Context: an optimization exercise on an open-source flow, tuned for small area. The choices shown serve that exercise and are no tape-out recipe.
The RTL was checked by simulation tests, not by an equivalence proof against the original design.
No activity file was given, so power comes from the tool's default toggle rates.

==> flow/design.v <==
package deq_pkg;
  localparam int WORD_W  = 32;
  localparam int COUNT_W = 5;
  localparam logic [WORD_W-1:0] WORD_NONE = '1;
  typedef enum logic [2:0] {
    KIND_PUSH_FRONT = 3'd0,
    KIND_PUSH_BACK  = 3'd1,
    KIND_POP_FRONT  = 3'd2,
    KIND_POP_BACK   = 3'd3,
    KIND_CLEAR      = 3'd4,
    KIND_REVERSE    = 3'd5
  } deq_kind_t;
  typedef enum logic {
    ST_IDLE,
    ST_FILL
  } deq_state_t;
  typedef struct packed {
    logic                push_dropped;
    logic                is_empty;
    logic [COUNT_W-1:0]  entry_count;
    logic [WORD_W-1:0]   back_value;
    logic [WORD_W-1:0]   front_value;
    logic                popped_ok;
    logic [WORD_W-1:0]   popped_value;
  } deq_res_t;
endpackage
module deq_store #(
  parameter int DEPTH = 16
) (
  input  logic                       clk,
  input  logic                       wr_now,
  input  logic [deq_pkg::WORD_W-1:0] wr_data,
  output logic [deq_pkg::WORD_W-1:0] tap
);
  localparam int W = deq_pkg::WORD_W;
  logic [DEPTH*W-1:0] ring;
  assign tap = wr_now ? wr_data : ring[DEPTH*W-1 -: W];
  always_ff @(posedge clk) begin
    ring <= {ring[(DEPTH-1)*W-1:0], tap};
  end
endmodule
module deq_ctrl #(
  parameter int AW = 4,
  parameter int CW = 5
) (
  input  logic          clk,
  input  logic          rst_n,
  input  logic [2:0]    kind,
  input  logic          accept,
  output logic [CW-1:0] count,
  output logic          do_push,
  output logic          do_pop,
  output logic          dropped,
  output logic          none_after,    
  output logic [AW-1:0] w_slot,        
  output logic [AW-1:0] p_slot,        
  output logic [AW-1:0] f_slot,        
  output logic [AW-1:0] b_slot         
);
  localparam logic [CW-1:0] ZERO = '0;
  logic [AW-1:0] lo_r, hi_r;           
  logic [CW-1:0] cnt_r;
  logic          rev_r;
  logic [AW-1:0] lo_dec, hi_inc, lo_nxt, hi_nxt;
  logic [CW-1:0] cnt_nxt;
  logic          rev_nxt;
  logic          is_push, is_pop, is_clr, is_rev, low_side, full, empty;
  assign is_push  = (kind[2:1] == 2'b00);
  assign is_pop   = (kind[2:1] == 2'b01);
  assign is_clr   = (kind == 3'd4);
  assign is_rev   = (kind == 3'd5);
  assign low_side = ~(kind[0] ^ rev_r);
  assign full     = cnt_r[CW-1];
  assign empty    = (cnt_r == ZERO);
  assign do_push  = is_push & ~full;
  assign do_pop   = is_pop & ~empty;
  assign dropped  = is_push & full;
  assign lo_dec = lo_r - 1'b1;
  assign hi_inc = hi_r + 1'b1;
  always_comb begin
    lo_nxt  = lo_r;
    hi_nxt  = hi_r;
    cnt_nxt = cnt_r;
    if (do_push) begin
      cnt_nxt = cnt_r + 1'b1;
      if (low_side) lo_nxt = lo_dec;
      else          hi_nxt = hi_inc;
    end else if (do_pop) begin
      cnt_nxt = cnt_r - 1'b1;
      if (low_side) lo_nxt = lo_r + 1'b1;
      else          hi_nxt = hi_r - 1'b1;
    end else if (is_clr) begin
      cnt_nxt = '0;
      hi_nxt  = lo_dec;
    end
  end
  assign rev_nxt    = rev_r ^ is_rev;
  assign none_after = (cnt_nxt == ZERO);
  assign w_slot     = low_side ? lo_dec : hi_inc;
  assign p_slot     = low_side ? lo_r : hi_r;
  assign f_slot     = rev_nxt ? hi_nxt : lo_nxt;
  assign b_slot     = rev_nxt ? lo_nxt : hi_nxt;
  assign count      = cnt_r;
  always_ff @(posedge clk) begin
    if (!rst_n) begin
      lo_r  <= '0;
      hi_r  <= '1;
      cnt_r <= '0;
      rev_r <= 1'b0;
    end else if (accept) begin
      lo_r  <= lo_nxt;
      hi_r  <= hi_nxt;
      cnt_r <= cnt_nxt;
      rev_r <= rev_nxt;
    end
  end
endmodule
module double_ended_queue_unit #(
  parameter int DEPTH = 16
) (
  input  logic         clk,
  input  logic         rst_n,
  input  logic         in_tvalid,
  output logic         in_tready,
  input  logic [39:0]  in_tdata,
  input  logic [2:0]   in_tuser,
  output logic         out_tvalid,
  input  logic         out_tready,
  output logic [103:0] out_tdata
);
  localparam int W  = deq_pkg::WORD_W;
  localparam int AW = $clog2(DEPTH);
  localparam int CW = $clog2(DEPTH + 1);
  logic [AW-1:0] ph;
  logic          busy;
  logic          out_valid_r;
  logic          pok_r, drop_r;
  logic [W-1:0]  pop_r, front_r, back_r;
  logic          last, start, accept, wr_now, force_ones;
  logic [W-1:0]  tap, tap_or;
  logic [CW-1:0] count;
  logic          do_push, do_pop, dropped, none_after;
  logic [AW-1:0] w_slot, p_slot, f_slot, b_slot;
  assign last      = (ph == AW'(DEPTH - 1));
  assign start     = ~busy & last & in_tvalid & (~out_valid_r | out_tready);
  assign in_tready = busy & last;
  assign accept    = in_tvalid & in_tready;
  deq_ctrl #(
    .AW(AW),
    .CW(CW)
  ) u_ctrl (
    .clk       (clk),
    .rst_n     (rst_n),
    .kind      (in_tuser),
    .accept    (accept),
    .count     (count),
    .do_push   (do_push),
    .do_pop    (do_pop),
    .dropped   (dropped),
    .none_after(none_after),
    .w_slot    (w_slot),
    .p_slot    (p_slot),
    .f_slot    (f_slot),
    .b_slot    (b_slot)
  );
  assign wr_now = busy & do_push & (ph == w_slot);
  deq_store #(
    .DEPTH(DEPTH)
  ) u_store (
    .clk    (clk),
    .wr_now (wr_now),
    .wr_data(in_tdata[W-1:0]),
    .tap    (tap)
  );
  assign force_ones = start;
  assign tap_or     = tap | {W{force_ones}};
  always_ff @(posedge clk) begin
    if (!rst_n) begin
      ph          <= '0;
      busy        <= 1'b0;
      out_valid_r <= 1'b0;
    end else begin
      ph          <= ph + 1'b1;
      busy        <= busy ? ~last : start;
      out_valid_r <= accept | (out_valid_r & ~out_tready);
    end
  end
  always_ff @(posedge clk) begin
    if (accept) begin
      pok_r  <= do_pop;
      drop_r <= dropped;
    end
    if (force_ones ? ~do_pop : (busy & do_pop & (ph == p_slot))) begin
      pop_r <= tap_or;
    end
    if (force_ones ? none_after : (busy & ~none_after & (ph == f_slot))) begin
      front_r <= tap_or;
    end
    if (force_ones ? none_after : (busy & ~none_after & (ph == b_slot))) begin
      back_r <= tap_or;
    end
  end
  assign out_tvalid = out_valid_r;
  assign out_tdata  = {drop_r, (count == '0), count, back_r, front_r, pok_r, pop_r};
endmodule
==> flow/run.sh <==
#!/bin/bash
# synth_recipe.tcl (not shown) runs the flow's synth.tcl, then flattens the netlist and writes it again
# the make line also repeats each setting of config.mk as NAME=value (left out here)
make -C /OpenROAD-flow-scripts/flow DESIGN_CONFIG=/design/flow/config.mk WORK_HOME=/design/flow/orfs CLKGATE_MAP_FILE= SYNTH_SCRIPT=/design/flow/synth_recipe.tcl finish
==> flow/config.mk <==
export PLATFORM = sky130hd
export DESIGN_NAME = double_ended_queue_unit
export DESIGN_NICKNAME = double_ended_queue_unit
export VERILOG_FILES = /design/flow/design.v
export SDC_FILE = /design/flow/constraint.sdc
export NUM_CORES = 4
export LEC_CHECK = 0
export CAP_MARGIN = 20
export CORE_MARGIN = 2
export CORE_UTILIZATION = 40
export SLEW_MARGIN = 20
==> flow/constraint.sdc <==
create_clock -name core_clock -period 5.0 [get_ports {clk}]
set_input_delay 1.0000 -clock core_clock [delete_from_list [all_inputs] [get_ports {clk}]]
set_output_delay 1.0000 -clock core_clock [all_outputs]
set_load 0.01 [all_outputs]
==> run notes <==
sequential cells by signal, summed over array words and instances (netlist names):
register      cells
u_ctrl.cnt_r      5
pop_r            32
out_valid_r       1
busy              1
u_ctrl.hi_r       4
back_r           32
drop_r            1
u_ctrl.lo_r       4
front_r          32
u_store.ring    512
u_ctrl.rev_r      1
ph                4
pok_r             1
critical path: stages:
cell	delay, ns
sky130_fd_sc_hd__clkdlybuf4s50_1	0.63
sky130_fd_sc_hd__or3_1	0.65
sky130_fd_sc_hd__or4_1	0.49
sky130_fd_sc_hd__and4_1	0.26
sky130_fd_sc_hd__and2_1	0.18
sky130_fd_sc_hd__o21ai_0	0.15
sky130_fd_sc_hd__nand3b_1	0.14
sky130_fd_sc_hd__o41ai_4	0.41
sky130_fd_sc_hd__buf_12	0.29
path summary, 6_finish.rpt:
check	endpoint	slack, ns
max	front_r[4]	1.05
min	u_store.ring[121]	0.32
min reg2reg	u_store.ring[121]	0.32
max reg2reg	back_r[17]	1.46
cells in the mapped netlist, drive strengths merged, types with 8 or more instances:
| cell | count |
|---|---|
| inv | 10 |
| edfxtp | 98 |
| nor3 | 10 |
| buf | 16 |
| xnor2 | 18 |
| o21ai | 12 |
| a21oi | 14 |
| nand2b | 37 |
| nor2b | 8 |
| mux2i | 9 |
| nand2 | 21 |
| nor2 | 18 |
| clkbuf | 12 |
| dfxtp | 532 |
| xor2 | 8 |
| mux2 | 32 |
layer usage:
| layer | wire [um] | GRT usage [%] |
|---|---|---|
| met5 | 0 | 0 |
| met4 | 605 | 5.083 |
| met3 | 1352 | 3.643 |
| met2 | 10670 | 18.16 |
| met1 | 11420 | 16.02 |
report_power, final:
group	leakage [nW]	switching, mW	total, mW	internal [mW]
combinational	1.64	0.0451	0.0983	0.0533
sequential	5.41	0.00645	5.14	5.13
clock	0.918	1.78	4.19	2.41
layout make-up:
| class | count | area [um^2] | share of cell area, % |
|---|---|---|---|
| inverters | 11 | 43.79 | 0.2206 |
| clock inverters | 25 | 234.0 | 1.179 |
| repair buffers | 154 | 1574 | 7.930 |
| clock buffers | 80 | 1637 | 8.246 |
| multi-input cells | 276 | 2118 | 10.67 |
| flip-flops and latches | 630 | 13590 | 68.49 |
| well taps | 518 | 648.1 | 3.265 |
per-stage QoR:
stage | area (um^2) | util [%] | power, mW
after floorplan | 15880 | - | 5.302
after global placement | 17950 | 46.12 | 5.347
after detailed placement | 17980 | 46.19 | 5.347
after CTS | 19850 | 51.00 | 9.562
after global routing | 19850 | 51.00 | 9.778
final | 19850 | 51.00 | 9.429
cells by family (layout without fill, tap and decap cells):
| group | after synthesis | in the layout | synth area share (%) |
|---|---|---|---|
| xor+xnor | 26 | 26 | 1.483 |
| flops | 630 | 630 | 85.68 |
| buf+inv | 39 | 270 | 1.214 |
| compound gates | 66 | 66 | 3.241 |
| simple gates | 136 | 136 | 4.992 |
| mux | 41 | 41 | 2.839 |
| fa+ha+maj | 7 | 7 | 0.5520 |
==> run notes <==
The count of final max-slew check failures came out at 0. The filler cell count is 3,255. The period utilization is 79.05%. In this run the tool buffered the top-level ports with 144 buffer cells. The count of pins on the block boundary is 153. In the final routed layout, each cell accounts on average for approximately 14 um. In this run, CTS created clock tree buffers numbering 57. The post-route minimum period came out at 3.953 ns. Counting along the longest clock path gives a buffer depth of 3. In the layout the commonest cells are sky130_fd_sc_hd__dfxtp_1, sky130_fd_sc_hd__clkdlybuf4s50_1, sky130_fd_sc_hd__edfxtp_1.

The number of antenna violations at the first check in global routing is 0. The placement row count came out at a little over 70. The total instance count after detailed placement is 1,589. In this run the worst path has a maximum fanout of 32. For this run, asynchronously set or reset flops after synthesis account for 0%. The peak clock frequency supported by timing came out at 0.2530 GHz.

The pre-antenna-repair detailed-routing pass consisted of 4 iterations. The initial utilization of the core area, before any placement, comes to between 40% and 50%. The count of vias placed by the detailed router came out at 7,182. The flow ran to the end and the layout has no timing, DRC or antenna violations. The number of global-route vias before repair came out at 7,207. In this run the standard cell core region covers around 40,000 um^2.

The H-tree was split into 2 levels. The tree is rooted in a sky130_fd_sc_hd__clkbuf_16. The congestion estimate from routability-driven global placement came to 0.8010.

Max-cap violations in this run came to 0. The pin count of the biggest net entering global routing is 34. At the later pin of the worst-skew pair, clock insertion delay measures 0.60 ns. The source of the worst register-to-register timing path is u_ctrl.cnt_r[1]. The die is 203.2 um tall. The number of post-CTS setup repair buffers is 0.

After clock tree synthesis, the clock-pin slew on the worst setup and hold paths is 0.06 ns. 0 antenna diodes ended up in the layout. The starting DRC count in detailed routing came out at 275. The post-placement setup slack came out at 0.4330 ns. Leaving out fill and tap cells, the most frequent cell in the layout is sky130_fd_sc_hd__dfxtp_1.

Dividing the synthesized area by the synthesized cell count gives around 17 um^2. For this block, the routed nets add up to approximately 24,000 um of wire. The peak supply drop came out at between 200 and 300 uV. The sum of negative setup slack is 0 ns. The remaining max-slew budget at the tightest pin came out at 32.90%.

After synthesis, the cell types taking the most area are sky130_fd_sc_hd__dfxtp_1, sky130_fd_sc_hd__edfxtp_1, sky130_fd_sc_hd__mux2_2. The setup slack of the critical path after layout came out at 1.047 ns. For the worst setup path, the data required time is 5.27 ns. The most used flip-flop cell after synthesis is sky130_fd_sc_hd__dfxtp_1. After detailed routing, the number of remaining DRC violations is 0. The kind of end point of the critical path is a flip-flop. The leading area contributor after synthesis is sky130_fd_sc_hd__dfxtp_1. The leakage power figure came out at between 7 and 8 nW. The type of element launching the critical path is an input pin. The number of nets in the finished design came out at between 1k and 1.5k.

The worst hold-check path type is reg -> reg. The top cell type's share of synthesized area came out at 67.13%. The startpoint of the worst setup timing path is in_tuser[1].

The combined global-route utilization of all metal layers is 11.99%. Using the TritonRoute via totals, the vias-per-cell ratio works out to 4.240. The arrival time at the worst endpoint came out at approximately 4.2 ns. The worst hold margin came out at ~0.32 ns. The number of cells produced by synthesis came out at 945. The number of cells on the worst reg-to-reg path is 11. The worst clock skew on the final layout is 0.01832 ns. The aggregate global routing overflow is 0. Setup violations remaining at the end of the flow were counted as 0. The number of hold buffers added after CTS was 0. The worst hold path depth is 0. The post-synthesis net count is 999. The wire length of the first global-routing pass is around 38,000 um. The number of clock sinks seen by CTS came out at 630.

The chip width is 203.2 um. The critical path is of the in -> reg type. The synthesized design contains between 90 and 100 enable-type register cells. The area added between synthesis and finish came out at 25.10%. The fraction of layout instances using a drive strength above 1 is 12.67%. The number of nets with antenna violations after routing came out at 0. The CTS tree is yes. The area of the die came out at 41,270 um^2.

The flip-flop and latch count after synthesis is 630. The number of non-filler instances in the completed layout came out at 1,694. The distinct cell type count after synthesis came out at 68. The total number of yosys warnings came out at 3. The cell area after technology mapping is 15,870 um^2. The transition time at the pin with the least slew margin came out at between 0.9 and 1 ns.

For this design the ratio of total power to cell area is ~480 nW/um^2. Setup repair after global routing left no endpoint under its margin. In this run, post-CTS repair resized a total of 0 instances.

The hold violation total from the final report is 0. The portion of the post-synthesis area used by sequential elements is between 80% and 90%. The startpoint of the most critical hold path is u_store.ring[89]. Summed over all nets, the half-perimeter wirelength after detailed placement is 14,260 um.

==> separate check: timing with driven ports <==
In the flow no input, the clock included, has a driving cell. The finished layout below was timed again as built, in two steps. Step 1 sets driving cells, clkbuf_16 on the clock port and buf_2 on the other inputs (assumed; they add their load-dependent delay and slew). Step 2 adds t to the input delays and takes it off the output delays; t is the mean of the earliest and latest rising clock arrival at the registers after step 1. Input paths then give back, and output paths get back, about the clock's delay inside the block. a / b / c = no drivers / after step 1 / after step 2; a / b = the first two.
t (ns): 0.638
slack for setup (ns): 1.047 / 1.077 / 0.439
worst slew at a driven data input, ns: 0.05
After both steps setup and hold are still met in this run. For this run, drivers alone change the setup slack by +0.030 ns; drivers and shift together by -0.608 ns.
